This design comes from an exercise in tuning for small area and a short achievable clock period on the open sky130 flow, not from production work.
RTL that was checked went through simulation tests only; none was proved equivalent to the original.
Function not checked in runs 2 and 5: the RTL went through the layout flow alone.
No activity file was given, so power comes from the tool's default toggle rates.

File: flow/run.sh
#!/bin/bash
# synth_recipe.tcl (not shown) runs the flow's synth.tcl, then flattens the netlist and writes it again
# the make line also repeats each setting of config.mk as NAME=value (left out here)
make -C /OpenROAD-flow-scripts/flow DESIGN_CONFIG=/design/flow/config.mk WORK_HOME=/design/flow/orfs CLKGATE_MAP_FILE= SYNTH_SCRIPT=/design/flow/synth_recipe.tcl finish
File: flow/config.mk
export PLATFORM = sky130hd
export DESIGN_NAME = pci_master
export DESIGN_NICKNAME = pci_master
export VERILOG_FILES = /design/flow/design.v
export SDC_FILE = /design/flow/constraint.sdc
export NUM_CORES = 4
export LEC_CHECK = 0
export CAP_MARGIN = 20
export CORE_MARGIN = 2
export CORE_UTILIZATION = 40
export SETUP_SLACK_MARGIN = 2.5
export SLEW_MARGIN = 20
File: flow/constraint.sdc
create_clock -name core_clock -period 6.0 [get_ports {CLK}]
set_input_delay 1.2000 -clock core_clock [delete_from_list [all_inputs] [get_ports {CLK}]]
set_output_delay 1.2000 -clock core_clock [all_outputs]
set_load 0.01 [all_outputs]
File: flow/design.v
package pci_master_pkg;
   localparam int ADDR_W = 32;
   localparam int DATA_W = 32;
   localparam int FIFO_AW = 5;
   localparam int LEN_W = 6;
   localparam int CSR_W = 40;
   localparam int CSR_MABORT = 39;
   localparam int CSR_TABORT = 38;
   typedef enum logic [2:0] {
      ST_IDLE  = 3'd0,
      ST_REQ   = 3'd1,
      ST_READ  = 3'd2,
      ST_WRITE = 3'd3,
      ST_DEAD  = 3'd4,
      ST_DISC  = 3'd5
   } master_state_e;
   typedef enum logic [3:0] {
      CMD_MEM_READ  = 4'd6,
      CMD_MEM_WRITE = 4'd7
   } pci_cmd_e;
endpackage
`timescale 1ns/1ps
module master_fsm (
   input  logic                                CLK,
   input  logic                                reset,
   input  logic                                cmd_req,
   input  logic                                cmd_dir,
   input  logic                                m_data,
   input  logic                                m_data_vld,
   input  logic                                m_src_en,
   input  logic [pci_master_pkg::CSR_W-1:0]    csr,
   input  logic                                last_beat,
   output logic                                cmd_ack,
   output logic                                sts_fatal,
   output logic                                start,
   output logic                                dir,
   output pci_master_pkg::master_state_e       state,
   output logic                                data_fell,
   output logic                                bus_push,
   output logic                                bus_pop,
   output logic                                request,
   output logic                                m_ready
);
   pci_master_pkg::master_state_e state_nxt;
   logic m_data_q;
   logic abort;
   logic burst_full;
   logic in_data;
   assign abort = csr[pci_master_pkg::CSR_MABORT] | csr[pci_master_pkg::CSR_TABORT];
   assign in_data = (state == pci_master_pkg::ST_READ) || (state == pci_master_pkg::ST_WRITE);
   assign start = (state == pci_master_pkg::ST_IDLE) && cmd_req && !cmd_ack;
   assign data_fell = m_data_q & ~m_data;
   assign bus_push = (state == pci_master_pkg::ST_READ) && m_data_vld && !burst_full;
   assign bus_pop = (state == pci_master_pkg::ST_WRITE) && m_src_en && !burst_full;
   always_comb begin
      state_nxt = state;
      case (state)
         pci_master_pkg::ST_IDLE: begin
            if (start)
               state_nxt = pci_master_pkg::ST_REQ;
         end
         pci_master_pkg::ST_REQ: begin
            state_nxt = dir ? pci_master_pkg::ST_WRITE : pci_master_pkg::ST_READ;
         end
         pci_master_pkg::ST_READ, pci_master_pkg::ST_WRITE: begin
            if (data_fell)
               state_nxt = sts_fatal ? pci_master_pkg::ST_DEAD : pci_master_pkg::ST_DISC;
         end
         pci_master_pkg::ST_DEAD, pci_master_pkg::ST_DISC: begin
            if (cmd_ack && !cmd_req)
               state_nxt = pci_master_pkg::ST_IDLE;
         end
         default: state_nxt = pci_master_pkg::ST_IDLE;
      endcase
   end
   always_ff @(posedge CLK or posedge reset) begin
      if (reset) begin
         state <= pci_master_pkg::ST_IDLE;
         m_data_q <= 1'b0;
         request <= 1'b0;
         m_ready <= 1'b0;
         dir <= 1'b0;
      end else begin
         state <= state_nxt;
         m_data_q <= m_data;
         request <= start;
         m_ready <= 1'b1;
         if (start)
            dir <= cmd_dir;
      end
   end
   always_ff @(posedge CLK or posedge reset) begin
      if (reset)
         sts_fatal <= 1'b0;
      else if (start)
         sts_fatal <= 1'b0;
      else if (m_data && abort)
         sts_fatal <= 1'b1;
   end
   always_ff @(posedge CLK or posedge reset) begin
      if (reset)
         burst_full <= 1'b0;
      else if (start)
         burst_full <= 1'b0;
      else if (in_data && m_data_vld && last_beat)
         burst_full <= 1'b1;
   end
   always_ff @(posedge CLK or posedge reset) begin
      if (reset)
         cmd_ack <= 1'b0;
      else if (!cmd_req)
         cmd_ack <= 1'b0;
      else if (state == pci_master_pkg::ST_DEAD || state == pci_master_pkg::ST_DISC)
         cmd_ack <= 1'b1;
   end
endmodule
`timescale 1ns/1ps
module beat_counter (
   input  logic                                CLK,
   input  logic                                reset,
   input  logic                                start,
   input  logic [pci_master_pkg::LEN_W-1:0]    cmd_len,
   input  logic                                m_data_vld,
   input  pci_master_pkg::master_state_e       state,
   output logic                                last_beat,
   output logic                                complete,
   output logic [pci_master_pkg::LEN_W-1:0]    sts_beats
);
   logic [pci_master_pkg::LEN_W-1:0] remaining;
   logic in_data;
   logic beat;
   assign in_data = (state == pci_master_pkg::ST_READ) || (state == pci_master_pkg::ST_WRITE);
   assign beat = in_data && m_data_vld && (remaining != '0);
   always_ff @(posedge CLK or posedge reset) begin
      if (reset) begin
         remaining <= '0;
         sts_beats <= '0;
      end else if (start) begin
         remaining <= cmd_len;
         sts_beats <= '0;
      end else if (beat) begin
         remaining <= remaining - 1'b1;
         sts_beats <= sts_beats + 1'b1;
      end
   end
   assign last_beat = (remaining == 1);
   assign complete = in_data && (remaining <= 1);
endmodule
`timescale 1ns/1ps
module data_fifo (
   input  logic                                CLK,
   input  logic                                reset,
   input  logic                                wr_req,
   input  logic [pci_master_pkg::DATA_W-1:0]   wr_data,
   input  logic                                rd_req,
   input  logic                                bus_push,
   input  logic [pci_master_pkg::DATA_W-1:0]   bus_data,
   input  logic                                bus_pop,
   output logic                                wr_ack,
   output logic                                rd_ack,
   output logic [pci_master_pkg::DATA_W-1:0]   rd_data,
   output logic [pci_master_pkg::DATA_W-1:0]   head_data
);
   localparam int DEPTH = 1 << pci_master_pkg::FIFO_AW;
   logic [pci_master_pkg::DATA_W-1:0] mem [DEPTH];
   logic [pci_master_pkg::FIFO_AW-1:0] wptr;
   logic [pci_master_pkg::FIFO_AW-1:0] rptr;
   logic [pci_master_pkg::FIFO_AW:0] count;
   logic full;
   logic empty;
   logic user_wr;
   logic user_rd;
   logic push;
   logic pop;
   logic [pci_master_pkg::DATA_W-1:0] push_data;
   assign full = (count == DEPTH);
   assign empty = (count == '0);
   assign user_wr = wr_req && !wr_ack && !full && !bus_push;
   assign user_rd = rd_req && !rd_ack && !empty && !bus_pop;
   assign push = bus_push || user_wr;
   assign pop = bus_pop || user_rd;
   assign push_data = bus_push ? bus_data : wr_data;
   assign head_data = mem[rptr];
   always_ff @(posedge CLK) begin
      if (push)
         mem[wptr] <= push_data;
   end
   always_ff @(posedge CLK or posedge reset) begin
      if (reset) begin
         wptr <= '0;
         rptr <= '0;
         count <= '0;
      end else begin
         if (push)
            wptr <= wptr + 1'b1;
         if (pop)
            rptr <= rptr + 1'b1;
         case ({push, pop})
            2'b10: count <= count + 1'b1;
            2'b01: count <= count - 1'b1;
            default: count <= count;
         endcase
      end
   end
   always_ff @(posedge CLK or posedge reset) begin
      if (reset)
         wr_ack <= 1'b0;
      else if (!wr_req)
         wr_ack <= 1'b0;
      else if (user_wr)
         wr_ack <= 1'b1;
   end
   always_ff @(posedge CLK or posedge reset) begin
      if (reset)
         rd_ack <= 1'b0;
      else if (!rd_req)
         rd_ack <= 1'b0;
      else if (user_rd)
         rd_ack <= 1'b1;
   end
   always_ff @(posedge CLK) begin
      if (user_rd)
         rd_data <= mem[rptr];
   end
endmodule
`timescale 1ns/1ps
module bus_driver (
   input  logic                                CLK,
   input  logic                                reset,
   input  logic                                start,
   input  logic [pci_master_pkg::ADDR_W-1:0]   cmd_addr,
   input  logic                                dir,
   input  pci_master_pkg::master_state_e       state,
   input  logic                                m_addr_n,
   input  logic                                m_data,
   input  logic                                m_data_vld,
   input  logic [pci_master_pkg::DATA_W-1:0]   head_data,
   output logic [pci_master_pkg::DATA_W-1:0]   adio_in,
   output logic [3:0] m_cbe,
   output logic                                m_wrdn
);
   logic [pci_master_pkg::ADDR_W-1:2] address;
   pci_master_pkg::pci_cmd_e command;
   logic in_data;
   logic drive_wdata;
   assign in_data = (state == pci_master_pkg::ST_READ) || (state == pci_master_pkg::ST_WRITE);
   assign drive_wdata = (state == pci_master_pkg::ST_WRITE) && m_data;
   always_ff @(posedge CLK or posedge reset) begin
      if (reset)
         address <= '0;
      else if (start)
         address <= cmd_addr[pci_master_pkg::ADDR_W-1:2];
      else if (in_data && m_data_vld)
         address <= address + 1'b1;
   end
   assign command = dir ? pci_master_pkg::CMD_MEM_WRITE : pci_master_pkg::CMD_MEM_READ;
   assign m_cbe = !m_addr_n ? command : '0;
   assign m_wrdn = dir;
   always_comb begin
      if (!m_addr_n)
         adio_in = {address, 2'b00};
      else if (drive_wdata)
         adio_in = head_data;
      else
         adio_in = '0;
   end
endmodule
`timescale 1ns/1ps
module pci_master (
   input  logic                                CLK,
   input  logic                                reset,
   input  logic                                cmd_req,
   input  logic                                cmd_dir,
   input  logic [pci_master_pkg::ADDR_W-1:0]   cmd_addr,
   input  logic [pci_master_pkg::LEN_W-1:0]    cmd_len,
   output logic                                cmd_ack,
   output logic                                sts_fatal,
   output logic [pci_master_pkg::LEN_W-1:0]    sts_beats,
   input  logic                                wr_req,
   input  logic [pci_master_pkg::DATA_W-1:0]   wr_data,
   output logic                                wr_ack,
   input  logic                                rd_req,
   output logic                                rd_ack,
   output logic [pci_master_pkg::DATA_W-1:0]   rd_data,
   input  logic [pci_master_pkg::DATA_W-1:0]   adio_out,
   input  logic                                m_data,
   input  logic                                m_data_vld,
   input  logic                                m_addr_n,
   input  logic                                m_src_en,
   input  logic [pci_master_pkg::CSR_W-1:0]    csr,
   output logic [pci_master_pkg::DATA_W-1:0]   adio_in,
   output logic [3:0] m_cbe,
   output logic                                m_wrdn,
   output logic                                request,
   output logic                                complete,
   output logic                                m_ready
);
   logic start;
   logic dir;
   pci_master_pkg::master_state_e state;
   logic last_beat;
   logic bus_push;
   logic bus_pop;
   logic [pci_master_pkg::DATA_W-1:0] head_data;
   master_fsm master_fsm_inst (
      .CLK        (CLK),
      .reset      (reset),
      .cmd_req    (cmd_req),
      .cmd_dir    (cmd_dir),
      .m_data     (m_data),
      .m_data_vld (m_data_vld),
      .m_src_en   (m_src_en),
      .csr        (csr),
      .last_beat  (last_beat),
      .cmd_ack    (cmd_ack),
      .sts_fatal  (sts_fatal),
      .start      (start),
      .dir        (dir),
      .state      (state),
      .data_fell  (),
      .bus_push   (bus_push),
      .bus_pop    (bus_pop),
      .request    (request),
      .m_ready    (m_ready)
   );
   beat_counter beat_counter_inst (
      .CLK        (CLK),
      .reset      (reset),
      .start      (start),
      .cmd_len    (cmd_len),
      .m_data_vld (m_data_vld),
      .state      (state),
      .last_beat  (last_beat),
      .complete   (complete),
      .sts_beats  (sts_beats)
   );
   data_fifo data_fifo_inst (
      .CLK        (CLK),
      .reset      (reset),
      .wr_req     (wr_req),
      .wr_data    (wr_data),
      .rd_req     (rd_req),
      .bus_push   (bus_push),
      .bus_data   (adio_out),
      .bus_pop    (bus_pop),
      .wr_ack     (wr_ack),
      .rd_ack     (rd_ack),
      .rd_data    (rd_data),
      .head_data  (head_data)
   );
   bus_driver bus_driver_inst (
      .CLK        (CLK),
      .reset      (reset),
      .start      (start),
      .cmd_addr   (cmd_addr),
      .dir        (dir),
      .state      (state),
      .m_addr_n   (m_addr_n),
      .m_data     (m_data),
      .m_data_vld (m_data_vld),
      .head_data  (head_data),
      .adio_in    (adio_in),
      .m_cbe      (m_cbe),
      .m_wrdn     (m_wrdn)
   );
endmodule
==> results.sh, run 1 <==
export IMPL_die_h_um=339
export IMPL_grt_pass1_wl_mm=173
export IMPL_critPathBufInv=4
export IMPL_maxCapViolCount=0
export IMPL_min_period_over_period_pct=73.8
export IMPL_cpPeakStageDelay_ps=500
export IMPL_cts_buffer_depth=3
export IMPL_syn_nets=2492
export IMPL_hp_class="flop to flop"
export IMPL_ant_nets=0
export IMPL_fin_nets=2909
export IMPL_route_vias_total=24300
export IMPL_antenna_found_initial=1
export IMPL_drv_slew=0
export IMPL_hold_viol_final=0
export IMPL_overflow=0
export IMPL_gp_congestion=0.816
export IMPL_holdWs_ps=526
export IMPL_worstPathCellList="buf_12, buf_12, buf_6, mux4_2, a22o_1, a211oi_2, a41o_1, o22ai_2, buf_2"
export IMPL_drc=0
export IMPL_p_int_w=0.0181
export IMPL_critPathMaxFanout=7
export IMPL_p_leak_nw=18.5
export IMPL_rsz0062_at_grt="true"
export IMPL_track_usage_pct=20.8
export IMPL_io_pins=234
export IMPL_grt_busiest_layer="met2"
export IMPL_grt_max_degree=71
export IMPL_syn_to_final_growth_pct=23.2
export IMPL_dr_pass1_iters=8
export IMPL_clock_skew_ps=33.2
export IMPL_status="complete, no violations"
export IMPL_setup_viol=0
export IMPL_ys_async_sr_fraction_pct=6.22
export IMPL_synth_cell_area_sq_um=44800
export IMPL_cp_slowest_cell="mux4_2"
export IMPL_worst_pin_slew_ps=758
export IMPL_post_route_util_pct=49.8
export IMPL_synth_main_ff_cell="edfxtp_1"
export IMPL_synth_area_leaders="edfxtp_1, mux4_2, dfrtp_1"
export IMPL_seqPwrFrac_pct=37.8
export IMPL_cts_sinks=1126
export IMPL_rrSetupSlack_ps=2780
export IMPL_synth_top_cell_area_share_pct=70.8
export IMPL_cts_tree="built"
export IMPL_tns_ps=0
export IMPL_ys_seq_elements=1126
export IMPL_swShare_pct=32.8
export IMPL_final_area_sq_um=55200
export IMPL_cts_htree_levels=3
export IMPL_finalWorstPathRequiredPeriod_ps=4430
export IMPL_cpMostUsedCell="buf_12"
export IMPL_clk_pin_slew_ps=60
export IMPL_core_sq_um=111000
export IMPL_final_common_cell="edfxtp_1"
export IMPL_crit_family="compound AO/OA/AOI/OAI gates"
export IMPL_use_met3_pct=3.74
export IMPL_cts_root_buf="clkbuf_16"
export IMPL_slew_headroom_pct=49.2
export IMPL_drive_above_1_share_pct=29.2
export IMPL_ys_warn_count=4
export IMPL_initial_core_util_pct=40.4
export IMPL_rows=122
export IMPL_numCtsBuffers=112
export IMPL_clock_fmax_ghz=0.226
export IMPL_critPathArrivalTime_ps=3230
export IMPL_insertion_delay_ps=710
export IMPL_combPwrFrac_pct=37.8
export IMPL_hpwl_mm=67.4
export IMPL_use_met2_pct=34.9
export IMPL_final_cell_mix="edfxtp_1, mux4_2, clkdlybuf4s50_1, buf_4, nand2_1"
export IMPL_die_w_um=339
export IMPL_cts_hold_buf=0
export IMPL_synth_edff_count=1056
export IMPL_irDropWorstVdd_mv=0.290
export IMPL_grt_util_met1_pct=28.0
export IMPL_critPathLaunchType="flop"
export IMPL_powerDensity_nw_per_um2=489
export IMPL_p_switching_w=0.00886
export IMPL_cp_end_kind="primary output"
export IMPL_wl_per_cell_um=27.9
export IMPL_syn_inst=2325
export IMPL_placed_area_sq_um=49000
export IMPL_yosysSeqAreaShare_pct=74.7
export IMPL_synth_largest_area_cell="edfxtp_1"
export IMPL_synth_area_per_cell_sq_um=19.3
export IMPL_synth_distinct_cells=67
export IMPL_critPathKind="flop to primary output"
export IMPL_drt_iter0_markers=2213
export IMPL_required_ps=4800
export IMPL_antenna_diode_count=0
export IMPL_routed_wl_mm=120
export IMPL_fin_cells=4317
export IMPL_numPortBuffers=192
export IMPL_die_area_sq_um=115000
export IMPL_dp_cells=3963
export IMPL_grt_pass1_vias=24700
export IMPL_clkPwrFrac_pct=24.4
export IMPL_via_per_inst=5.63
==> layout make-up <==
| type | count | area, sq um |
|---|---|---|
| clock buffer | 139 | 2900 |
| clock inverter | 62 | 515 |
| fill | 8977 | 55600 |
| inverter | 55 | 210 |
| multi-input combinational | 1015 | 11300 |
| sequential | 1126 | 33500 |
| tap | 1488 | 1860 |
| timing repair buffer | 431 | 4890 |
| timing repair inverter | 1 | 5.00 |
==> sequential cells by signal, summed over array words and instances, names as in the netlist, 3 cells and up <==
register	cells
data_fifo_inst.mem	1024
data_fifo_inst.rd_data	32
bus_driver_inst.address	30
beat_counter_inst.remaining	6
beat_counter_inst.sts_beats	6
data_fifo_inst.count	6
data_fifo_inst.rptr	5
data_fifo_inst.wptr	5
master_fsm_inst.state	3
==> worst paths after layout <==
| kind | startpoint | to | cells past startpoint |
|---|---|---|---|
| worst max-delay path | data_fifo_inst.rptr[0] | adio_in[14] | 9 |
| worst min-delay path | data_fifo_inst.rd_ack | data_fifo_inst.rd_ack | 1 |
| worst max register to register | data_fifo_inst.count[0] | data_fifo_inst.count[5] | 10 |
| worst min register to register | data_fifo_inst.rd_ack | data_fifo_inst.rd_ack | 1 |
| max in group asynchronous | reset | data_fifo_inst.rptr[3] | 3 |
| min in group asynchronous | reset | data_fifo_inst.wptr[2] | 2 |
==> cells by family after synthesis <==
| family | count (synthesis) | share of synthesized area (%) |
|---|---|---|
| buffers and inverters | 184 | 2.30 |
| other | 2 | 0.0168 |
| muxes | 360 | 13.7 |
| adders and majority gates | 15 | 0.436 |
| AOI/OAI and AO/OA | 244 | 4.28 |
| DFF | 1126 | 74.7 |
| and+or+nand+nor | 345 | 3.64 |
| xor gates and xnor gates | 49 | 0.958 |
==> repair_timing <==
action | in CTS | in global routing
endpoints found under the hold margin | 0 | 0
resized for setup | 289 | 54
pin swaps | 71 | 34
setup endpoints to repair | 766 | 73
setup buffers | 114 | 18
cloned | 19 | 1
==> layer usage <==
layer  up-vias  routed length, um
met5         -                  0
met4         0               2900
met3       172               8740
met2       959              59400
met1     12900              49300
li1      10300                  -
==> metrics by stage <==
step / total power (W) / worst slack (ps)
2_1_floorplan: 0.0153 / 2020
3_3_place_gp: 0.0181 / 1100
3_5_place_dp: 0.0183 / 1010
4_1_cts: 0.0268 / 1570
5_1_grt: 0.0280 / 1530
6_report: 0.0270 / 1570
==> power by group through the flow <==
stage	clock, W	combinational, W	sequential, W
after global placement	0	0.00772	0.0104
after global routing	0.00701	0.0107	0.0103
final	0.00658	0.0102	0.0102
after CTS	0.00671	0.00988	0.0102
after detailed placement	0	0.00781	0.0104
after floorplan	0	0.00509	0.0102
==> cells in the mapped netlist (30+ instances only) <==
| master | number |
|---|---|
| xnor2_1 | 35 |
| dfrtp_1 | 70 |
| nor2_1 | 80 |
| o221ai_1 | 30 |
| mux2_2 | 44 |
| inv_1 | 54 |
| edfxtp_1 | 1056 |
| o22ai_1 | 33 |
| buf_2 | 36 |
| clkbuf_1 | 55 |
| o21ai_0 | 39 |
| mux2i_1 | 116 |
| nand2_1 | 138 |
| mux4_2 | 196 |
==> run 2: changes to the inputs <==
--- a/flow/design.v
+++ b/flow/design.v
@@ -161,45 +161,95 @@
    output logic [pci_master_pkg::DATA_W-1:0]   rd_data,
    output logic [pci_master_pkg::DATA_W-1:0]   head_data
 );
-   localparam int DEPTH = 1 << pci_master_pkg::FIFO_AW;
-   logic [pci_master_pkg::DATA_W-1:0] mem [DEPTH];
-   logic [pci_master_pkg::FIFO_AW-1:0] wptr;
-   logic [pci_master_pkg::FIFO_AW-1:0] rptr;
-   logic [pci_master_pkg::FIFO_AW:0] count;
+   localparam int AW = pci_master_pkg::FIFO_AW;
+   localparam int SDEPTH = (1 << AW) - 1;
+   localparam int DW = pci_master_pkg::DATA_W;
+   logic [DW-1:0] mem [SDEPTH];
+   logic [DW-1:0] head;
+   logic head_vld;
+   logic [AW-1:0] wptr;
+   logic [AW-1:0] rptr;
+   logic wwrap;
+   logic rwrap;
+   logic st_same;
+   logic st_empty;
    logic full;
    logic empty;
    logic user_wr;
    logic user_rd;
    logic push;
    logic pop;
-   logic [pci_master_pkg::DATA_W-1:0] push_data;
-   assign full = (count == DEPTH);
-   assign empty = (count == '0);
+   logic st_wr;
+   logic st_rd;
+   logic head_from_push;
+   logic [DW-1:0] push_data;
+   logic [DW-1:0] st_data;
+   logic [SDEPTH-1:0] wsel;
+   logic [SDEPTH-1:0] rsel;
+   assign st_same = (wptr == rptr);
+   assign st_empty = st_same && (wwrap == rwrap);
+   assign full = head_vld && st_same && (wwrap != rwrap);
+   assign empty = !head_vld;
    assign user_wr = wr_req && !wr_ack && !full && !bus_push;
    assign user_rd = rd_req && !rd_ack && !empty && !bus_pop;
    assign push = bus_push || user_wr;
    assign pop = bus_pop || user_rd;
    assign push_data = bus_push ? bus_data : wr_data;
-   assign head_data = mem[rptr];
+   assign head_from_push = push && (!head_vld || (pop && st_empty));
+   assign st_wr = push && head_vld && !(pop && st_empty);
+   assign st_rd = pop && !st_empty;
+   always_comb begin
+      for (int i = 0; i < SDEPTH; i++) begin
+         wsel[i] = (wptr == i[AW-1:0]);
+         rsel[i] = (rptr == i[AW-1:0]);
+      end
+   end
+   always_comb begin
+      st_data = '0;
+      for (int i = 0; i < SDEPTH; i++)
+         st_data = st_data | (mem[i] & {DW{rsel[i]}});
+   end
+   for (genvar i = 0; i < SDEPTH; i++) begin : g_word
+      always_ff @(posedge CLK) begin
+         if (st_wr && wsel[i])
+            mem[i] <= push_data;
+      end
+   end
    always_ff @(posedge CLK) begin
-      if (push)
-         mem[wptr] <= push_data;
+      if (st_rd)
+         head <= st_data;
+      else if (head_from_push)
+         head <= push_data;
    end
+   assign head_data = head;
    always_ff @(posedge CLK or posedge reset) begin
       if (reset) begin
          wptr <= '0;
          rptr <= '0;
-         count <= '0;
+         wwrap <= 1'b0;
+         rwrap <= 1'b0;
+         head_vld <= 1'b0;
       end else begin
-         if (push)
-            wptr <= wptr + 1'b1;
-         if (pop)
-            rptr <= rptr + 1'b1;
-         case ({push, pop})
-            2'b10: count <= count + 1'b1;
-            2'b01: count <= count - 1'b1;
-            default: count <= count;
-         endcase
+         if (st_wr) begin
+            if (wptr == AW'(SDEPTH - 1)) begin
+               wptr <= '0;
+               wwrap <= ~wwrap;
+            end else begin
+               wptr <= wptr + 1'b1;
+            end
+         end
+         if (st_rd) begin
+            if (rptr == AW'(SDEPTH - 1)) begin
+               rptr <= '0;
+               rwrap <= ~rwrap;
+            end else begin
+               rptr <= rptr + 1'b1;
+            end
+         end
+         if (push && !head_vld)
+            head_vld <= 1'b1;
+         else if (pop && !push && st_empty)
+            head_vld <= 1'b0;
       end
    end
    always_ff @(posedge CLK or posedge reset) begin
@@ -220,7 +270,7 @@
    end
    always_ff @(posedge CLK) begin
       if (user_rd)
-         rd_data <= mem[rptr];
+         rd_data <= head;
    end
 endmodule
 `timescale 1ns/1ps
==> run 2 against run 1 <==
  * Critical path depth is 1 lower
  * Critical path type is now flop to flop
  * Cell area is 4.7% lower
  * Global-route usage increased by 8.2 points
  * Via count rose by 20%
  * Still clean on timing, DRC and antenna
  * Largest power group unchanged
  * Total power decreased by 9.2%
==> results.sh, run 2 <==
export IMPL_swShare_pct=34.8
export IMPL_seqPwrFrac_pct=42.4
export IMPL_combPwrFrac_pct=29.5
export IMPL_holdPathEnd="data_fifo_inst.rd_data[11]"
export IMPL_tns_ps=0
export IMPL_cts_tree="built"
export IMPL_cp_end_kind="flop"
export IMPL_final_area_sq_um=52600
export IMPL_worstPathCellList="buf_4, nor2b_2, buf_4, a22o_1, nand2_1, o2111ai_1, nor4_1, a31oi_1"
export IMPL_drv_slew=0
export IMPL_track_usage_pct=29.0
export IMPL_cts_hold_buf=0
export IMPL_synth_area_per_cell_sq_um=16.5
export IMPL_cp_slowest_cell="nor2b_2"
export IMPL_numPortBuffers=192
export IMPL_overflow=0
export IMPL_critPathArrivalTime_ps=3970
export IMPL_synth_top_cell_area_share_pct=72.7
export IMPL_synth_distinct_cells=77
export IMPL_cpMostUsedCell="buf_4"
export IMPL_syn_inst=2646
export IMPL_die_w_um=334
export IMPL_crit_family="simple AND/OR/NAND/NOR gates"
export IMPL_syn_nets=2812
export IMPL_synth_area_leaders="edfxtp_1, dfrtp_1, a22oi_1"
export IMPL_p_int_w=0.0160
export IMPL_powerDensity_nw_per_um2=466
export IMPL_synth_cell_area_sq_um=43600
export IMPL_min_from="data_fifo_inst.head[11]"
export IMPL_drt_iter0_markers=4338
export IMPL_ys_seq_elements=1123
export IMPL_numCtsBuffers=111
export IMPL_critPathBufInv=2
export IMPL_placed_area_sq_um=48300
export IMPL_clock_skew_ps=28.5
export IMPL_wl_per_cell_um=36.7
export IMPL_p_leak_nw=17.1
export IMPL_rsz0062_at_grt="true"
export IMPL_critPathKind="flop to flop"
export IMPL_syn_to_final_growth_pct=20.7
export IMPL_min_period_over_period_pct=59.0
export IMPL_finalWorstPathRequiredPeriod_ps=3540
export IMPL_clkPwrFrac_pct=28.1
export IMPL_die_h_um=334
export IMPL_rrSetupSlack_ps=2460
export IMPL_io_pins=234
export IMPL_antenna_found_initial=6
export IMPL_largest_reg_flops=992
export IMPL_cts_htree_levels=3
export IMPL_insertion_delay_ps=690
export IMPL_hold_path_cell_count=0
export IMPL_hp_class="flop to flop"
export IMPL_critPathMaxFanout=14
export IMPL_synth_largest_area_cell="edfxtp_1"
export IMPL_r2r_end="data_fifo_inst.head[14]"
export IMPL_grt_pass1_vias=27600
export IMPL_hpwl_mm=95.3
export IMPL_die_area_sq_um=112000
export IMPL_clk_pin_slew_ps=60
export IMPL_required_ps=6420
export IMPL_cts_buffer_depth=3
export IMPL_gp_congestion=0.904
export IMPL_core_sq_um=109000
export IMPL_synth_commonest_cells="edfxtp_1, a22oi_1, nor2_1"
export IMPL_route_vias_total=29300
export IMPL_reg_top3="data_fifo_inst.mem: 992 flops, data_fifo_inst.head: 32 flops, data_fifo_inst.rd_data: 32 flops"
export IMPL_final_common_cell="edfxtp_1"
export IMPL_rr_startpoint="data_fifo_inst.rptr[2]"
export IMPL_cts_sinks=1123
export IMPL_dr_pass1_iters=6
export IMPL_drive_above_1_share_pct=17.4
export IMPL_initial_core_util_pct=40.2
export IMPL_grt_pass1_wl_mm=224
export IMPL_critPathLaunchType="flop"
export IMPL_routed_wl_mm=164
export IMPL_yosysMostFrequentCell="edfxtp_1"
export IMPL_fin_nets=3122
export IMPL_slew_headroom_pct=18.4
export IMPL_cts_root_buf="clkbuf_16"
export IMPL_irDropWorstVdd_mv=0.270
export IMPL_grt_max_degree=72
export IMPL_final_cell_mix="edfxtp_1, a22oi_1, clkdlybuf4s50_1, buf_4, nand2_1"
export IMPL_r2r_cells=8
export IMPL_synth_edff_count=1056
export IMPL_setup_viol=0
export IMPL_ys_async_sr_fraction_pct=5.97
export IMPL_hold_viol_final=0
export IMPL_p_switching_w=0.00854
export IMPL_ys_warn_count=5
export IMPL_synth_main_ff_cell="edfxtp_1"
export IMPL_rows=121
export IMPL_top_register="data_fifo_inst.mem"
export IMPL_clock_fmax_ghz=0.282
export IMPL_maxCapViolCount=0
export IMPL_ant_nets=0
export IMPL_via_per_inst=6.55
export IMPL_drc=0
export IMPL_worst_pin_slew_ps=1220
export IMPL_cpPeakStageDelay_ps=1020
export IMPL_yosysSeqAreaShare_pct=76.6
export IMPL_status="complete, no violations"
## run 2: cell types whose count changed in the layout (fill, tap and decap cells not counted), sizes merged, moves of 37 or more
| cell | previous run | this run |
|---|---|---|
| o21ai | 40 | 77 |
| a22o | 27 | 91 |
| a22oi | 9 | 211 |
| mux4 | 196 | 6 |
| nor3 | 12 | 53 |
| buf | 260 | 174 |
| nor2 | 80 | 124 |
## run 2: repair_timing
item / CTS / global route
setup endpoints to repair: 1005 / 149
buffers inserted: 25 / 2
endpoints found under the hold margin: 0 / 0
pin swaps: 10 / 4
cloned: 3 / 0
gates resized for setup: 170 / 49
## run 2: area by class of cell
| class | count | area (sq um) |
|---|---|---|
| inverters | 26 | 103 |
| clock inverters | 72 | 636 |
| well taps | 1414 | 1770 |
| multi-input cells | 1337 | 10300 |
| diodes | 9 | 22.5 |
| repair buffers | 357 | 3420 |
| flip-flops and latches | 1123 | 33400 |
| clock buffers | 131 | 2940 |
| fillers | 8970 | 55900 |
## run 2: power by group through the flow
stage	sequential [W]	clock, W	combinational, W
global route	0.0104	0.00722	0.00739
detailed placement	0.0106	0	0.00651
floorplan	0.0103	0	0.00331
CTS	0.0104	0.00691	0.00683
finish	0.0104	0.00688	0.00723
global placement	0.0106	0	0.00641
## run 2: cells by family after synthesis
group | synth area share (%)
AO/OA/AOI/OAI | 11.3
XOR/XNOR | 0.884
AND/OR/NAND/NOR | 5.37
flip-flops | 76.6
adder cells (fa/ha/maj) | 0.402
buffers and inverters | 1.72
other | 0.0172
multiplexers | 3.71
## run 2: worst reg2reg max path, stage by stage (launching register included)
cell       delay (ps)
dfrtp_4           680
buf_4             370
nor2b_2          1040
buf_4             360
a22o_1            140
nand2_1            60
o2111ai_1         140
nor4_1             80
a31oi_1           420
## run 2: worst max path at each step
stage | startpoint | end | cells past startpoint
global route | m_src_en | data_fifo_inst.head[11] | 7
floorplan | m_data_vld | data_fifo_inst.mem[27][0] | 6
detailed placement | m_addr_n | adio_in[18] | 4
global placement | rd_req | data_fifo_inst.mem[10][12] | 8
CTS | data_fifo_inst.rptr[1] | data_fifo_inst.head[22] | 8
finish | data_fifo_inst.rptr[2] | data_fifo_inst.head[14] | 8
## run 2: layer usage
metal | vias up | GRT usage (%) | part of all wire, %
li1 | 11400 | - | -
met1 | 14800 | 37.6 | 35
met3 | 489 | 7.52 | 14
met2 | 2523 | 44.9 | 45
met5 | - | 0 | 0.020
met4 | 4 | 15.0 | 6.1
## run 2: stage by stage
stage	instances	util (%)	worst slack [ps]	power, W	hold WS, ps
4_1_cts	4457	48.4	2450	0.0241	466
5_1_grt	4460	48.5	2450	0.0251	483
2_1_floorplan	2646	-	2180	0.0136	417
3_5_place_dp	4226	44.5	1080	0.0171	458
3_3_place_gp	4226	44.5	1180	0.0170	453
6_report	4469	48.5	2460	0.0245	468
==> run 3: changes to the inputs <==
--- a/flow/design.v
+++ b/flow/design.v
@@ -34,56 +34,42 @@
    output logic                                sts_fatal,
    output logic                                start,
    output logic                                dir,
-   output pci_master_pkg::master_state_e       state,
-   output logic                                data_fell,
+   output logic                                st_read,
+   output logic                                st_write,
    output logic                                bus_push,
    output logic                                bus_pop,
    output logic                                request,
    output logic                                m_ready
 );
-   pci_master_pkg::master_state_e state_nxt;
+   logic st_finish;
+   logic idle;
+   logic in_data;
    logic m_data_q;
+   logic data_fell;
    logic abort;
    logic burst_full;
-   logic in_data;
    assign abort = csr[pci_master_pkg::CSR_MABORT] | csr[pci_master_pkg::CSR_TABORT];
-   assign in_data = (state == pci_master_pkg::ST_READ) || (state == pci_master_pkg::ST_WRITE);
-   assign start = (state == pci_master_pkg::ST_IDLE) && cmd_req && !cmd_ack;
+   assign idle = !(request || st_read || st_write || st_finish);
+   assign in_data = st_read || st_write;
+   assign start = idle && cmd_req && !cmd_ack;
    assign data_fell = m_data_q & ~m_data;
-   assign bus_push = (state == pci_master_pkg::ST_READ) && m_data_vld && !burst_full;
-   assign bus_pop = (state == pci_master_pkg::ST_WRITE) && m_src_en && !burst_full;
-   always_comb begin
-      state_nxt = state;
-      case (state)
-         pci_master_pkg::ST_IDLE: begin
-            if (start)
-               state_nxt = pci_master_pkg::ST_REQ;
-         end
-         pci_master_pkg::ST_REQ: begin
-            state_nxt = dir ? pci_master_pkg::ST_WRITE : pci_master_pkg::ST_READ;
-         end
-         pci_master_pkg::ST_READ, pci_master_pkg::ST_WRITE: begin
-            if (data_fell)
-               state_nxt = sts_fatal ? pci_master_pkg::ST_DEAD : pci_master_pkg::ST_DISC;
-         end
-         pci_master_pkg::ST_DEAD, pci_master_pkg::ST_DISC: begin
-            if (cmd_ack && !cmd_req)
-               state_nxt = pci_master_pkg::ST_IDLE;
-         end
-         default: state_nxt = pci_master_pkg::ST_IDLE;
-      endcase
-   end
+   assign bus_push = st_read && m_data_vld && !burst_full;
+   assign bus_pop = st_write && m_src_en && !burst_full;
    always_ff @(posedge CLK or posedge reset) begin
       if (reset) begin
-         state <= pci_master_pkg::ST_IDLE;
-         m_data_q <= 1'b0;
          request <= 1'b0;
+         st_read <= 1'b0;
+         st_write <= 1'b0;
+         st_finish <= 1'b0;
+         m_data_q <= 1'b0;
          m_ready <= 1'b0;
          dir <= 1'b0;
       end else begin
-         state <= state_nxt;
-         m_data_q <= m_data;
          request <= start;
+         st_read <= (request && !dir) || (st_read && !data_fell);
+         st_write <= (request && dir) || (st_write && !data_fell);
+         st_finish <= (in_data && data_fell) || (st_finish && !(cmd_ack && !cmd_req));
+         m_data_q <= m_data;
          m_ready <= 1'b1;
          if (start)
             dir <= cmd_dir;
@@ -110,7 +96,7 @@
          cmd_ack <= 1'b0;
       else if (!cmd_req)
          cmd_ack <= 1'b0;
-      else if (state == pci_master_pkg::ST_DEAD || state == pci_master_pkg::ST_DISC)
+      else if (st_finish)
          cmd_ack <= 1'b1;
    end
 endmodule
@@ -121,15 +107,13 @@
    input  logic                                start,
    input  logic [pci_master_pkg::LEN_W-1:0]    cmd_len,
    input  logic                                m_data_vld,
-   input  pci_master_pkg::master_state_e       state,
+   input  logic                                in_data,
    output logic                                last_beat,
    output logic                                complete,
    output logic [pci_master_pkg::LEN_W-1:0]    sts_beats
 );
    logic [pci_master_pkg::LEN_W-1:0] remaining;
-   logic in_data;
    logic beat;
-   assign in_data = (state == pci_master_pkg::ST_READ) || (state == pci_master_pkg::ST_WRITE);
    assign beat = in_data && m_data_vld && (remaining != '0);
    always_ff @(posedge CLK or posedge reset) begin
       if (reset) begin
@@ -199,10 +183,14 @@
    assign st_wr = push && head_vld && !(pop && st_empty);
    assign st_rd = pop && !st_empty;
    always_comb begin
-      for (int i = 0; i < SDEPTH; i++) begin
+      for (int i = 0; i < SDEPTH; i++)
          wsel[i] = (wptr == i[AW-1:0]);
-         rsel[i] = (rptr == i[AW-1:0]);
-      end
+   end
+   always_ff @(posedge CLK or posedge reset) begin
+      if (reset)
+         rsel <= SDEPTH'(1);
+      else if (st_rd)
+         rsel <= {rsel[SDEPTH-2:0], rsel[SDEPTH-1]};
    end
    always_comb begin
       st_data = '0;
@@ -280,7 +268,8 @@
    input  logic                                start,
    input  logic [pci_master_pkg::ADDR_W-1:0]   cmd_addr,
    input  logic                                dir,
-   input  pci_master_pkg::master_state_e       state,
+   input  logic                                in_data,
+   input  logic                                st_write,
    input  logic                                m_addr_n,
    input  logic                                m_data,
    input  logic                                m_data_vld,
@@ -291,10 +280,6 @@
 );
    logic [pci_master_pkg::ADDR_W-1:2] address;
    pci_master_pkg::pci_cmd_e command;
-   logic in_data;
-   logic drive_wdata;
-   assign in_data = (state == pci_master_pkg::ST_READ) || (state == pci_master_pkg::ST_WRITE);
-   assign drive_wdata = (state == pci_master_pkg::ST_WRITE) && m_data;
    always_ff @(posedge CLK or posedge reset) begin
       if (reset)
          address <= '0;
@@ -309,7 +294,7 @@
    always_comb begin
       if (!m_addr_n)
          adio_in = {address, 2'b00};
-      else if (drive_wdata)
+      else if (st_write && m_data)
          adio_in = head_data;
       else
          adio_in = '0;
@@ -347,7 +332,8 @@
 );
    logic start;
    logic dir;
-   pci_master_pkg::master_state_e state;
+   logic st_read;
+   logic st_write;
    logic last_beat;
    logic bus_push;
    logic bus_pop;
@@ -366,8 +352,8 @@
       .sts_fatal  (sts_fatal),
       .start      (start),
       .dir        (dir),
-      .state      (state),
-      .data_fell  (),
+      .st_read    (st_read),
+      .st_write   (st_write),
       .bus_push   (bus_push),
       .bus_pop    (bus_pop),
       .request    (request),
@@ -379,7 +365,7 @@
       .start      (start),
       .cmd_len    (cmd_len),
       .m_data_vld (m_data_vld),
-      .state      (state),
+      .in_data    (st_read || st_write),
       .last_beat  (last_beat),
       .complete   (complete),
       .sts_beats  (sts_beats)
@@ -404,7 +390,8 @@
       .start      (start),
       .cmd_addr   (cmd_addr),
       .dir        (dir),
-      .state      (state),
+      .in_data    (st_read || st_write),
+      .st_write   (st_write),
       .m_addr_n   (m_addr_n),
       .m_data     (m_data),
       .m_data_vld (m_data_vld),
--- a/flow/config.mk
+++ b/flow/config.mk
@@ -7,6 +7,9 @@
 export LEC_CHECK = 0
 export CAP_MARGIN = 20
 export CORE_MARGIN = 2
-export CORE_UTILIZATION = 40
-export SETUP_SLACK_MARGIN = 2.5
+export CORE_UTILIZATION = 50
+export CTS_BUF_LIST = sky130_fd_sc_hd__clkbuf_16
+export CTS_CLUSTER_DIAMETER = 60
+export CTS_CLUSTER_SIZE = 30
+export SETUP_SLACK_MARGIN = 2.9
 export SLEW_MARGIN = 20
==> run 3 against run 2 <==
  * Still clean on timing, DRC and antenna
  * Clock-buffer cell count is 56 lower
  * Combinational power is 51% lower
  * Critical path depth is 2 lower
  * Global-route usage is 3.8 points higher
  * Sequential power hardly changed
  * Die area is 21% lower
  * Wire length is 11% lower
  * Setup slack better by 260 ps
  * Cell count is 11% lower
==> results.sh, run 3 <==
export IMPL_cts_root_buf="clkbuf_16"
export IMPL_drv_slew=0
export IMPL_yosysMostFrequentCell="edfxtp_1"
export IMPL_overflow=0
export IMPL_clkPwrFrac_pct=28.9
export IMPL_synth_largest_area_cell="edfxtp_1"
export IMPL_critPathKind="input pin to primary output"
export IMPL_synth_simple_area_share_pct=5.34
export IMPL_r2r_cells=9
export IMPL_core_sq_um=85100
export IMPL_yosysSeqAreaShare_pct=79.5
export IMPL_cpMostUsedCell="buf_12"
export IMPL_synth_commonest_cells="edfxtp_1, a22oi_1, nand2_1"
export IMPL_synth_compound_area_share_pct=11.1
export IMPL_cts_buffer_depth=3
export IMPL_holdWs_ps=479
export IMPL_rows=107
export IMPL_critPathMaxFanout=8
export IMPL_cp_slowest_cell="and3_4"
export IMPL_cts_sinks=1154
export IMPL_powerDensity_nw_per_um2=390
export IMPL_cpPeakStageDelay_ps=210
export IMPL_routed_wl_mm=145
export IMPL_die_w_um=297
export IMPL_hold_path_cell_count=2
export IMPL_clk_pin_slew_ps=70
export IMPL_drt_iter0_markers=4093
export IMPL_hold_viol_final=0
export IMPL_clock_fmax_ghz=0.305
export IMPL_p_switching_w=0.00601
export IMPL_rsz0062_at_grt="true"
export IMPL_synthAdderAreaFrac_pct=0.320
export IMPL_swShare_pct=30.6
export IMPL_grt_pass1_vias=25900
export IMPL_die_area_sq_um=88300
export IMPL_r2r_end="data_fifo_inst.mem[25][3]"
export IMPL_cts_hold_buf=0
export IMPL_final_common_cell="edfxtp_1"
export IMPL_via_per_inst=6.77
export IMPL_gp_congestion=0.855
export IMPL_hp_class="flop to flop"
export IMPL_synth_distinct_cells=57
export IMPL_numPortBuffers=192
export IMPL_drive_above_1_share_pct=16.2
export IMPL_syn_inst=2529
export IMPL_synth_cell_area_sq_um=43000
export IMPL_maxCapViolCount=0
export IMPL_min_period_over_period_pct=54.6
export IMPL_dr_pass1_iters=6
export IMPL_critPathLaunchType="input pin"
export IMPL_wl_per_cell_um=36.4
export IMPL_grt_pass1_wl_mm=202
export IMPL_setup_viol=0
export IMPL_worstPathCellList="buf_12, and3_4, buf_12, buf_6, a22o_1, buf_2"
export IMPL_p_leak_nw=16.6
export IMPL_grt_max_degree=67
export IMPL_clock_skew_ps=33.1
export IMPL_ys_warn_count=5
export IMPL_irDropWorstVdd_mv=0.249
export IMPL_rrSetupSlack_ps=2960
export IMPL_dp_slack_ps=1240
export IMPL_p_int_w=0.0136
export IMPL_synth_area_leaders="edfxtp_1, dfrtp_1, a22oi_1"
export IMPL_worst_pin_slew_ps=1090
export IMPL_synth_top_family_by_area="compound AO/OA/AOI/OAI gates"
export IMPL_reg_top3="data_fifo_inst.mem: 992 flops, data_fifo_inst.head: 32 flops, data_fifo_inst.rd_data: 32 flops"
export IMPL_fin_nets=2941
export IMPL_cts_tree="built"
export IMPL_syn_nets=2692
export IMPL_status="complete, no violations"
export IMPL_min_from="data_fifo_inst.rsel[29]"
export IMPL_synth_main_ff_cell="edfxtp_1"
export IMPL_finalWorstPathRequiredPeriod_ps=3280
export IMPL_drc=0
export IMPL_synth_edff_count=1056
export IMPL_rr_startpoint="data_fifo_inst.wptr[3]"
export IMPL_syn_to_final_growth_pct=17.2
export IMPL_fin_ws_ps=2720
export IMPL_track_usage_pct=32.7
export IMPL_insertion_delay_ps=670
export IMPL_io_pins=234
export IMPL_synth_area_per_cell_sq_um=17.0
export IMPL_largest_reg_flops=992
export IMPL_cp_end_kind="primary output"
export IMPL_holdPathEnd="data_fifo_inst.rsel[30]"
export IMPL_critPathArrivalTime_ps=2080
export IMPL_numCtsBuffers=74
export IMPL_die_h_um=297
export IMPL_ys_seq_elements=1154
export IMPL_tns_ps=0
export IMPL_synth_top_cell_area_share_pct=73.8
export IMPL_synthMuxAreaShare_pct=0.888
export IMPL_slew_headroom_pct=27.1
export IMPL_crit_family="buffers and inverters"
export IMPL_route_vias_total=27000
export IMPL_ant_nets=0
export IMPL_hpwl_mm=74.1
export IMPL_combPwrFrac_pct=17.9
export IMPL_critPathBufInv=4
export IMPL_initial_core_util_pct=50.4
export IMPL_seqPwrFrac_pct=53.2
export IMPL_required_ps=4800
export IMPL_cts_htree_levels=3
export IMPL_top_register="data_fifo_inst.mem"
export IMPL_ys_async_sr_fraction_pct=8.49
export IMPL_final_cell_mix="edfxtp_1, a22oi_1, nand2_1, clkdlybuf4s50_1, a22o_1"
export IMPL_antenna_found_initial=5
export IMPL_synth_xor_area_share_pct=0.897
[run 3: cell types whose count changed in the layout (fill, tap and decap cells not counted), moves of 25 or more]
cell,change
nand2_1,+41
clkinv_1,-25
a22oi_1,+59
dfrtp_2,+28
o21ai_0,-29
mux2i_1,-91
nor2_4,-27
nand4_1,+69
a221oi_1,+48
buf_4,-44
o22ai_1,-35
clkbuf_16,-40
[run 3: routing by layer]
layer  part of all wire [%]  up-vias  GRT usage [%]
met5                  0.023        -              0
met4                    5.4        4           14.4
met3                     12      400           7.41
met2                     47     1958           52.8
met1                     36    13800           43.0
li1                       -    10800              -
[run 3: kinds of logic (layout without fill, tap and decap cells)]
group	count (synthesis)	after routing
DFF	1154	1154
adders and majority gates	11	11
and+or+nand+nor	475	479
other	2	4
AOI/OAI and AO/OA	616	619
muxes	34	34
xor gates and xnor gates	44	44
buffers and inverters	193	497
[run 3: area by class of cell]
cell class | instances | area [sq um]
fillers | 6360 | 34800
flip-flops and latches | 1154 | 34200
multi-input cells | 1189 | 8550
repair buffers | 334 | 3390
clock buffers | 75 | 1880
well taps | 1144 | 1430
clock inverters | 63 | 774
inverters | 24 | 97.6
repair inverters | 1 | 7.51
diodes | 2 | 5.00
[run 3: power by group through the flow]
stage               registers (W)  clock network, W  logic (W)
finish                     0.0105           0.00567    0.00352
global route               0.0105           0.00602    0.00370
CTS                        0.0104           0.00572    0.00331
detailed placement         0.0106                 0    0.00306
global placement           0.0106                 0    0.00299
floorplan                  0.0105                 0    0.00168
[run 3: worst max path at each step]
stage / cells past startpoint / endpoint / slack, ps / startpoint
after floorplan: 6 / data_fifo_inst.mem[17][0] / 2360 / m_data_vld
after global placement: 8 / data_fifo_inst.mem[17][3] / 1280 / m_data_vld
after detailed placement: 8 / data_fifo_inst.mem[17][5] / 1240 / m_data_vld
after CTS: 5 / adio_in[5] / 2720 / m_addr_n
after global routing: 6 / adio_in[11] / 2720 / m_addr_n
final: 6 / adio_in[11] / 2720 / m_addr_n
[run 3: worst register-to-register path: cells and delay by family (launching register included)]
family | cells | cell delay [ps]
AOI/OAI and AO/OA | 1 | 170
xor gates and xnor gates | 1 | 210
buffers and inverters | 4 | 650
DFF | 1 | 520
and+or+nand+nor | 3 | 1180
[run 3: repair_timing]
action	in CTS	in global routing
pin swaps	14	12
endpoints found under the setup margin	1073	814
resized for setup	225	41
setup buffers	39	13
gates cloned	14	1
[run 3: through the flow]
step	instance area (sq um)	total power (W)	std cells	util (%)
global route	50300	0.0203	3984	59.1
CTS	50100	0.0195	3970	58.8
floorplan	43400	0.0121	2529	-
finish	50300	0.0197	3986	59.1
detailed placement	46700	0.0137	3779	54.9
global placement	46700	0.0136	3779	54.9
==> run 4: changes to the inputs <==
--- a/flow/config.mk
+++ b/flow/config.mk
@@ -7,9 +7,9 @@
 export LEC_CHECK = 0
 export CAP_MARGIN = 20
 export CORE_MARGIN = 2
-export CORE_UTILIZATION = 50
+export CORE_UTILIZATION = 45
 export CTS_BUF_LIST = sky130_fd_sc_hd__clkbuf_16
-export CTS_CLUSTER_DIAMETER = 60
+export CTS_CLUSTER_DIAMETER = 150
 export CTS_CLUSTER_SIZE = 30
-export SETUP_SLACK_MARGIN = 2.9
+export SETUP_SLACK_MARGIN = 2.8
 export SLEW_MARGIN = 20
==> run 4 against run 3 <==
  * Setup slack worse by 140 ps
  * Wire length is 3.7% lower
  * Cell count is 1.1% higher
  * Die area is 11% higher
  * Register-to-register slack better by 90 ps
  * Largest power group unchanged
==> results.sh, run 4 <==
export IMPL_status="complete, no violations"
export IMPL_insertion_delay_ps=640
export IMPL_syn_inst=2529
export IMPL_ant_nets=0
export IMPL_p_leak_nw=15.9
export IMPL_swShare_pct=29.2
export IMPL_drv_slew=0
export IMPL_tns_ps=0
export IMPL_min_period_over_period_pct=56.9
export IMPL_r2r_cells=8
export IMPL_p_switching_w=0.00510
export IMPL_finalWorstPathRequiredPeriod_ps=3410
export IMPL_hp_class="flop to flop"
export IMPL_core_sq_um=94700
export IMPL_die_w_um=313
export IMPL_synth_area_leaders="edfxtp_1, dfrtp_1, a22oi_1"
export IMPL_yosysMostFrequentCell="edfxtp_1"
export IMPL_p_int_w=0.0123
export IMPL_powerDensity_nw_per_um2=356
export IMPL_via_per_inst=6.54
export IMPL_synth_largest_area_cell="edfxtp_1"
export IMPL_largest_reg_flops=992
export IMPL_initial_core_util_pct=45.3
export IMPL_rows=113
export IMPL_fin_nets=2911
export IMPL_synth_edff_count=1056
export IMPL_yosysSeqAreaShare_pct=79.5
export IMPL_combPwrFrac_pct=19.0
export IMPL_drc=0
export IMPL_wl_per_cell_um=34.7
export IMPL_reg_top3="data_fifo_inst.mem: 992 flops, data_fifo_inst.head: 32 flops, data_fifo_inst.rd_data: 32 flops"
export IMPL_slew_headroom_pct=30.4
export IMPL_critPathArrivalTime_ps=2210
export IMPL_critPathLaunchType="input pin"
export IMPL_dr_pass1_iters=6
export IMPL_overflow=0
export IMPL_grt_pass1_vias=24900
export IMPL_syn_nets=2692
export IMPL_antenna_diode_count=0
export IMPL_rsz0062_at_grt="true"
export IMPL_cts_root_buf="clkbuf_16"
export IMPL_cts_buffer_depth=3
export IMPL_irDropWorstVdd_mv=0.245
export IMPL_route_vias_total=26400
export IMPL_ys_seq_elements=1154
export IMPL_numCtsBuffers=44
export IMPL_grt_pass1_wl_mm=192
export IMPL_critPathMaxFanout=8
export IMPL_fin_ws_ps=2590
export IMPL_synth_distinct_cells=57
export IMPL_die_h_um=313
export IMPL_routed_wl_mm=140
export IMPL_required_ps=4800
export IMPL_track_usage_pct=27.9
export IMPL_final_common_cell="edfxtp_1"
export IMPL_ys_warn_count=5
export IMPL_synth_top_cell_area_share_pct=73.8
export IMPL_rrSetupSlack_ps=3050
export IMPL_synth_commonest_cells="edfxtp_1, a22oi_1, nand2_1"
export IMPL_cts_tree="built"
export IMPL_hold_path_cell_count=0
export IMPL_hold_viol_final=0
export IMPL_setup_viol=0
export IMPL_clkPwrFrac_pct=21.2
export IMPL_cts_sinks=1154
export IMPL_seqPwrFrac_pct=59.8
export IMPL_clock_fmax_ghz=0.293
export IMPL_io_pins=234
export IMPL_cp_end_kind="primary output"
export IMPL_ys_async_sr_fraction_pct=8.49
export IMPL_synth_main_ff_cell="edfxtp_1"
export IMPL_clock_skew_ps=29.0
export IMPL_cts_htree_levels=2
export IMPL_die_area_sq_um=97900
export IMPL_drt_iter0_markers=4110
export IMPL_cts_hold_buf=0
export IMPL_synth_cell_area_sq_um=43000
export IMPL_worst_pin_slew_ps=1040
export IMPL_antenna_found_initial=5
export IMPL_drive_above_1_share_pct=13.4
export IMPL_final_cell_mix="edfxtp_1, a22oi_1, nand2_1, clkdlybuf4s50_1, a22o_1"
export IMPL_critPathKind="input pin to primary output"
export IMPL_top_register="data_fifo_inst.mem"
export IMPL_gp_congestion=0.866
export IMPL_dp_slack_ps=1160
export IMPL_maxCapViolCount=0
export IMPL_fillers=7542
export IMPL_numPortBuffers=192
export IMPL_grt_max_degree=60
export IMPL_clk_pin_slew_ps=120
export IMPL_hpwl_mm=74.7
export IMPL_syn_to_final_growth_pct=14.0
export IMPL_synth_area_per_cell_sq_um=17.0
-- run 4: cell counts after synthesis --
No cell type changed its count.
-- run 4: stage by stage --
stage                     util, %  hold WS (ps)  total power, W  std cells  area (sq um)
after global placement       49.5           454          0.0135       3899         46900
after detailed placement     49.5           453          0.0137       3900         46900
final                        51.7           476          0.0174       4030         49000
after floorplan                 -           417          0.0121       2529         43300
after global routing         51.7           497          0.0180       4030         49000
after CTS                    51.3           480          0.0173       4005         48600
-- run 4: worst paths after layout --
| kind | startpoint | end |
|---|---|---|
| min in group asynchronous | reset | master_fsm_inst.m_ready |
| worst min register to register | data_fifo_inst.head[22] | data_fifo_inst.rd_data[22] |
| max in group asynchronous | reset | bus_driver_inst.address[7] |
| worst max-delay path | m_addr_n | adio_in[23] |
| worst max register to register | data_fifo_inst.wptr[3] | data_fifo_inst.mem[3][5] |
| worst min-delay path | data_fifo_inst.head[22] | data_fifo_inst.rd_data[22] |
-- run 4: kinds of logic after synthesis --
logic type	share of synthesized area (%)
AOI/OAI and AO/OA	11.1
xor gates and xnor gates	0.897
adders and majority gates	0.320
buffers and inverters	1.90
DFF	79.5
muxes	0.888
other	0.0175
and+or+nand+nor	5.34
-- run 4: final cells by class --
class                      instances  area, sq um  share of cell area [%]
tap                             1265         1580                    3.23
sequential                      1154        34200                    69.8
clock buffer                      45         1130                    2.30
timing repair buffer             339         3420                    6.97
multi-input combinational       1183         8450                    17.3
inverter                          24          101                   0.207
clock inverter                    18         80.1                   0.164
timing repair inverter             2         12.5                  0.0255
-- run 4: per-layer routing --
metal | routed length, um | global-route usage [%] | vias up
met3 | 15900 | 5.15 | 321
met1 | 51600 | 38.1 | 13600
li1 | - | - | 10600
met2 | 65900 | 45.3 | 1850
met4 | 6340 | 9.90 | 0
met5 | 0 | 0 | -
-- run 4: power by group through the flow --
stage	sequential, W	combinational [W]	clock (W)
finish	0.0104	0.00331	0.00370
global route	0.0105	0.00350	0.00398
CTS	0.0104	0.00315	0.00372
detailed placement	0.0106	0.00304	0
global placement	0.0106	0.00296	0
floorplan	0.0105	0.00166	0
-- run 4: worst max-delay path, stage by stage --
cell and delay (ps):
buf_6 90, buf_6 120, and3_4 180, buf_12 140, buf_12 130, a22o_1 190, buf_2 150
-- run 4: timing repair --
action                      CTS  global route
cloned                        6             5
gates resized for setup     214            37
pin swaps                    32            12
setup endpoints to repair  1008           392
setup buffers                36            20
==> run 5: changes to the inputs <==
--- a/flow/design.v
+++ b/flow/design.v
@@ -36,6 +36,7 @@
    output logic                                dir,
    output logic                                st_read,
    output logic                                st_write,
+   output logic [3:0]                          st_write_dup,
    output logic                                bus_push,
    output logic                                bus_pop,
    output logic                                request,
@@ -60,6 +61,7 @@
          request <= 1'b0;
          st_read <= 1'b0;
          st_write <= 1'b0;
+         st_write_dup <= '0;
          st_finish <= 1'b0;
          m_data_q <= 1'b0;
          m_ready <= 1'b0;
@@ -68,6 +70,8 @@
          request <= start;
          st_read <= (request && !dir) || (st_read && !data_fell);
          st_write <= (request && dir) || (st_write && !data_fell);
+         for (int k = 0; k < 4; k++)
+            st_write_dup[k] <= (request && dir) || (st_write_dup[k] && !data_fell);
          st_finish <= (in_data && data_fell) || (st_finish && !(cmd_ack && !cmd_req));
          m_data_q <= m_data;
          m_ready <= 1'b1;
@@ -269,7 +273,7 @@
    input  logic [pci_master_pkg::ADDR_W-1:0]   cmd_addr,
    input  logic                                dir,
    input  logic                                in_data,
-   input  logic                                st_write,
+   input  logic [3:0]                          st_write_dup,
    input  logic                                m_addr_n,
    input  logic                                m_data,
    input  logic                                m_data_vld,
@@ -292,12 +296,14 @@
    assign m_cbe = !m_addr_n ? command : '0;
    assign m_wrdn = dir;
    always_comb begin
-      if (!m_addr_n)
-         adio_in = {address, 2'b00};
-      else if (st_write && m_data)
-         adio_in = head_data;
-      else
-         adio_in = '0;
+      for (int b = 0; b < 4; b++) begin
+         if (!m_addr_n)
+            adio_in[b*8 +: 8] = {address, 2'b00} >> (b*8);
+         else if (st_write_dup[b] && m_data)
+            adio_in[b*8 +: 8] = head_data[b*8 +: 8];
+         else
+            adio_in[b*8 +: 8] = '0;
+      end
    end
 endmodule
 `timescale 1ns/1ps
@@ -334,6 +340,7 @@
    logic dir;
    logic st_read;
    logic st_write;
+   logic [3:0] st_write_dup;
    logic last_beat;
    logic bus_push;
    logic bus_pop;
@@ -354,6 +361,7 @@
       .dir        (dir),
       .st_read    (st_read),
       .st_write   (st_write),
+      .st_write_dup (st_write_dup),
       .bus_push   (bus_push),
       .bus_pop    (bus_pop),
       .request    (request),
@@ -391,7 +399,7 @@
       .cmd_addr   (cmd_addr),
       .dir        (dir),
       .in_data    (st_read || st_write),
-      .st_write   (st_write),
+      .st_write_dup (st_write_dup),
       .m_addr_n   (m_addr_n),
       .m_data     (m_data),
       .m_data_vld (m_data_vld),
==> run 5 against run 4 <==
  * Clock-buffer cell count grew 1
  * Synthesized area rose by 0.44%
  * Clock skew shrank 1.4 ps
  * Largest cell class unchanged
  * Critical path type unchanged
  * Still clean on timing, DRC and antenna
  * Cell area is 0.88% higher
  * Core utilization grew 0.30 points
  * Largest power group unchanged
==> results.sh, run 5 <==
export IMPL_core_sq_um=95000
export IMPL_worstPathCellList="buf_8, buf_12, clkinvlp_4, buf_12, buf_16, nor3_2, buf_2"
export IMPL_hpwl_mm=75.9
export IMPL_final_common_cell="edfxtp_1"
export IMPL_synth_top_cell_area_share_pct=73.5
export IMPL_ys_async_sr_fraction_pct=8.81
export IMPL_slew_headroom_pct=30.0
export IMPL_numPortBuffers=192
export IMPL_via_per_inst=6.58
export IMPL_min_period_over_period_pct=56.1
export IMPL_ys_seq_elements=1158
export IMPL_critPathMaxFanout=7
export IMPL_route_vias_total=26700
export IMPL_fillers=7640
export IMPL_syn_nets=2730
export IMPL_fin_nets=2924
export IMPL_reg_top3="data_fifo_inst.mem: 992 flops, data_fifo_inst.head: 32 flops, data_fifo_inst.rd_data: 32 flops"
export IMPL_antenna_found_initial=3
export IMPL_rr_startpoint="data_fifo_inst.wptr[2]"
export IMPL_overflow=0
export IMPL_wl_per_cell_um=35.4
export IMPL_rows=113
export IMPL_largest_reg_flops=992
export IMPL_syn_to_final_growth_pct=14.5
export IMPL_final_area_sq_um=49400
export IMPL_dr_pass1_iters=6
export IMPL_worst_pin_slew_ps=1050
export IMPL_drt_iter0_markers=4128
export IMPL_synth_distinct_cells=56
export IMPL_yosysSeqAreaShare_pct=79.4
export IMPL_cts_hold_buf=0
export IMPL_ys_warn_count=5
export IMPL_grt_pass1_vias=25500
export IMPL_cts_sinks=1158
export IMPL_critPathArrivalTime_ps=2170
export IMPL_grt_max_degree=100
export IMPL_required_ps=4800
export IMPL_synth_commonest_cells="edfxtp_1, a22oi_1, nand2_1"
export IMPL_clock_skew_ps=27.6
export IMPL_numCtsBuffers=44
export IMPL_r2r_cells=7
export IMPL_drive_above_1_share_pct=13.1
export IMPL_rsz0062_at_grt="true"
export IMPL_irDropWorstVdd_mv=0.313
export IMPL_cts_tree="built"
export IMPL_die_area_sq_um=98400
export IMPL_hold_viol_final=0
export IMPL_rrSetupSlack_ps=3070
export IMPL_status="complete, no violations"
export IMPL_routed_wl_mm=143
export IMPL_p_leak_nw=15.8
export IMPL_placed_area_sq_um=47200
export IMPL_maxCapViolCount=0
export IMPL_dp_cells=3946
export IMPL_die_h_um=314
export IMPL_top_register="data_fifo_inst.mem"
export IMPL_fin_ws_ps=2630
export IMPL_synth_main_ff_cell="edfxtp_1"
export IMPL_fin_cells=4052
export IMPL_synth_largest_area_cell="edfxtp_1"
export IMPL_yosysMostFrequentCell="edfxtp_1"
export IMPL_r2r_end="data_fifo_inst.mem[1][30]"
export IMPL_setup_viol=0
export IMPL_cp_slowest_cell="buf_12"
export IMPL_drc=0
export IMPL_combPwrFrac_pct=18.6
export IMPL_clk_pin_slew_ps=120
export IMPL_critPathBufInv=6
export IMPL_final_cell_mix="edfxtp_1, a22oi_1, nand2_1, clkdlybuf4s50_1, nand4_1"
export IMPL_clkPwrFrac_pct=21.5
export IMPL_synth_area_per_cell_sq_um=16.8
export IMPL_powerDensity_nw_per_um2=356
export IMPL_synth_area_leaders="edfxtp_1, dfrtp_1, a22oi_1"
export IMPL_clock_fmax_ghz=0.297
export IMPL_cts_root_buf="clkbuf_16"
export IMPL_multi_input_area_sq_um=8910
export IMPL_synth_edff_count=1056
export IMPL_p_int_w=0.0124
export IMPL_drv_slew=0
export IMPL_dp_slack_ps=1250
export IMPL_finalWorstPathRequiredPeriod_ps=3370
export IMPL_ant_nets=0
export IMPL_crit_family="buffers and inverters"
export IMPL_die_w_um=314
export IMPL_critical_path_endpoint="adio_in[0]"
export IMPL_io_pins=234
export IMPL_critPathLaunchType="input pin"
export IMPL_cts_buffer_depth=3
export IMPL_swShare_pct=29.4
export IMPL_seqPwrFrac_pct=60.0
export IMPL_seqCellArea_sq_um=34300
export IMPL_p_switching_w=0.00517
export IMPL_critPathKind="input pin to primary output"
export IMPL_post_route_util_pct=52.0
export IMPL_track_usage_pct=28.7
export IMPL_gp_congestion=0.870
export IMPL_initial_core_util_pct=45.4
export IMPL_crit_cells=7
export IMPL_synth_cell_area_sq_um=43100
export IMPL_syn_inst=2567
export IMPL_hold_path_cell_count=0
export IMPL_cp_end_kind="primary output"
export IMPL_hp_class="flop to flop"
export IMPL_tns_ps=0
export IMPL_insertion_delay_ps=650
export IMPL_cts_htree_levels=2
export IMPL_worstSetupStartpoint="m_addr_n"
export IMPL_cpMostUsedCell="buf_12"
export IMPL_grt_pass1_wl_mm=197
export IMPL_cpPeakStageDelay_ps=170
[run 5: cell types whose count changed in the layout (fill, tap and decap cells not counted), sizes merged, moves of 17 or more]
cell	before	now
a22o	113	78
a22oi	270	292
buf	175	157
nand2	168	200
nor2	85	103
nor3	54	37
o2bb2ai	1	30
[run 5: worst min-delay path by stage]
stage / slack [ps] / startpoint / end
after floorplan: 430 / data_fifo_inst.head[27] / data_fifo_inst.rd_data[27]
after global placement: 460 / data_fifo_inst.head[23] / data_fifo_inst.rd_data[23]
after detailed placement: 460 / data_fifo_inst.head[31] / data_fifo_inst.rd_data[31]
after CTS: 490 / data_fifo_inst.head[31] / data_fifo_inst.rd_data[31]
after global routing: 510 / data_fifo_inst.head[1] / data_fifo_inst.rd_data[1]
final: 480 / data_fifo_inst.head[1] / data_fifo_inst.rd_data[1]
[run 5: metal layers]
layer / vias up / part of all wire, % / GRT usage, %
met2: 1859 / 48 / 47.5
met5: - / 0.0091 / 0
li1: 10700 / - / -
met3: 289 / 11 / 4.98
met1: 13800 / 37 / 38.7
met4: 2 / 3.9 / 9.34
[run 5: worst register-to-register path: cells and delay by family (launching register included)]
family	cells	cell delay [ps]
compound gates	1	450
flops	1	740
buf+inv	3	800
xor+xnor	1	320
simple gates	2	210
[run 5: metrics by stage]
step | hold slack [ps] | power (W)
floorplan | 426 | 0.0120
CTS | 485 | 0.0174
detailed placement | 460 | 0.0137
finish | 484 | 0.0176
global route | 507 | 0.0181
global placement | 463 | 0.0136
[run 5: area by class of cell]
| class | instances | area share, % |
|---|---|---|
| clock buffers | 46 | 2.33 |
| inverters | 19 | 0.160 |
| multi-input cells | 1221 | 18.0 |
| well taps | 1265 | 3.20 |
| flip-flops and latches | 1158 | 69.4 |
| repair inverters | 1 | 0.0152 |
| clock inverters | 25 | 0.241 |
| diodes | 1 | 0.00507 |
| repair buffers | 316 | 6.58 |
[run 5: power by group through the flow]
stage          sequential [W]  clock, W  combinational [W]
2_1_floorplan          0.0105         0            0.00153
3_3_place_gp           0.0107         0            0.00294
3_5_place_dp           0.0107         0            0.00301
4_1_cts                0.0105   0.00382            0.00305
5_1_grt                0.0106   0.00406            0.00346
6_report               0.0106   0.00378            0.00327
[run 5: kinds of logic (layout without fill, tap and decap cells)]
family | Yosys count | count (layout) | synth area share [%]
and+or+nand+nor | 512 | 512 | 5.67
buffers and inverters | 188 | 407 | 1.70
muxes | 39 | 39 | 1.01
AOI/OAI and AO/OA | 612 | 612 | 10.9
xor gates and xnor gates | 45 | 45 | 0.914
DFF | 1158 | 1158 | 79.4
other | 2 | 3 | 0.0174
adders and majority gates | 11 | 11 | 0.319
[run 5: timing repair]
action,in CTS,in global routing
buffers inserted,26,2
gates cloned,5,1
setup endpoints to repair,1088,542
pin swaps,7,5
resized for setup,196,98

==> static timing again, ports no longer ideal <==
The flow's constraints put no driver on any port. The routed layouts listed below were extracted and timed again, unchanged, in two steps.
Step 1 (the two cells are an assumption about what drives the block):
set clk [get_ports {CLK}]
set_driving_cell -lib_cell sky130_fd_sc_hd__clkbuf_16 $clk
set_driving_cell -lib_cell sky130_fd_sc_hd__buf_2 [delete_from_list [all_inputs] $clk]
Step 2, shift: input delay + t, output delay - t, t = (earliest + latest rising clock arrival at the registers) / 2. This alone moves slack from input paths to output paths.
a / b / c = ideal ports / drivers / drivers and shift; a / b = the first two.
run	t, ns	setup slack, ns	worst slew at a driven data input, ns	pins driven straight from the clock port
run 1	0.772	1.570 / 1.497 / 1.759	0.05	1
run 2	0.754	2.459 / 2.459 / 1.786	0.09	1
run 3	0.716	2.723 / 2.677 / 2.106	0.07	1
run 4	0.699	2.587 / 2.553 / 2.149	0.06	1
run 5	0.703	2.633 / 2.580 / 1.986	0.07	1
After both steps setup and hold are still met in every run listed. The setup slack of run 2, which loses most, moves by 0.000 ns with the drivers and by -0.673 ns with both steps.
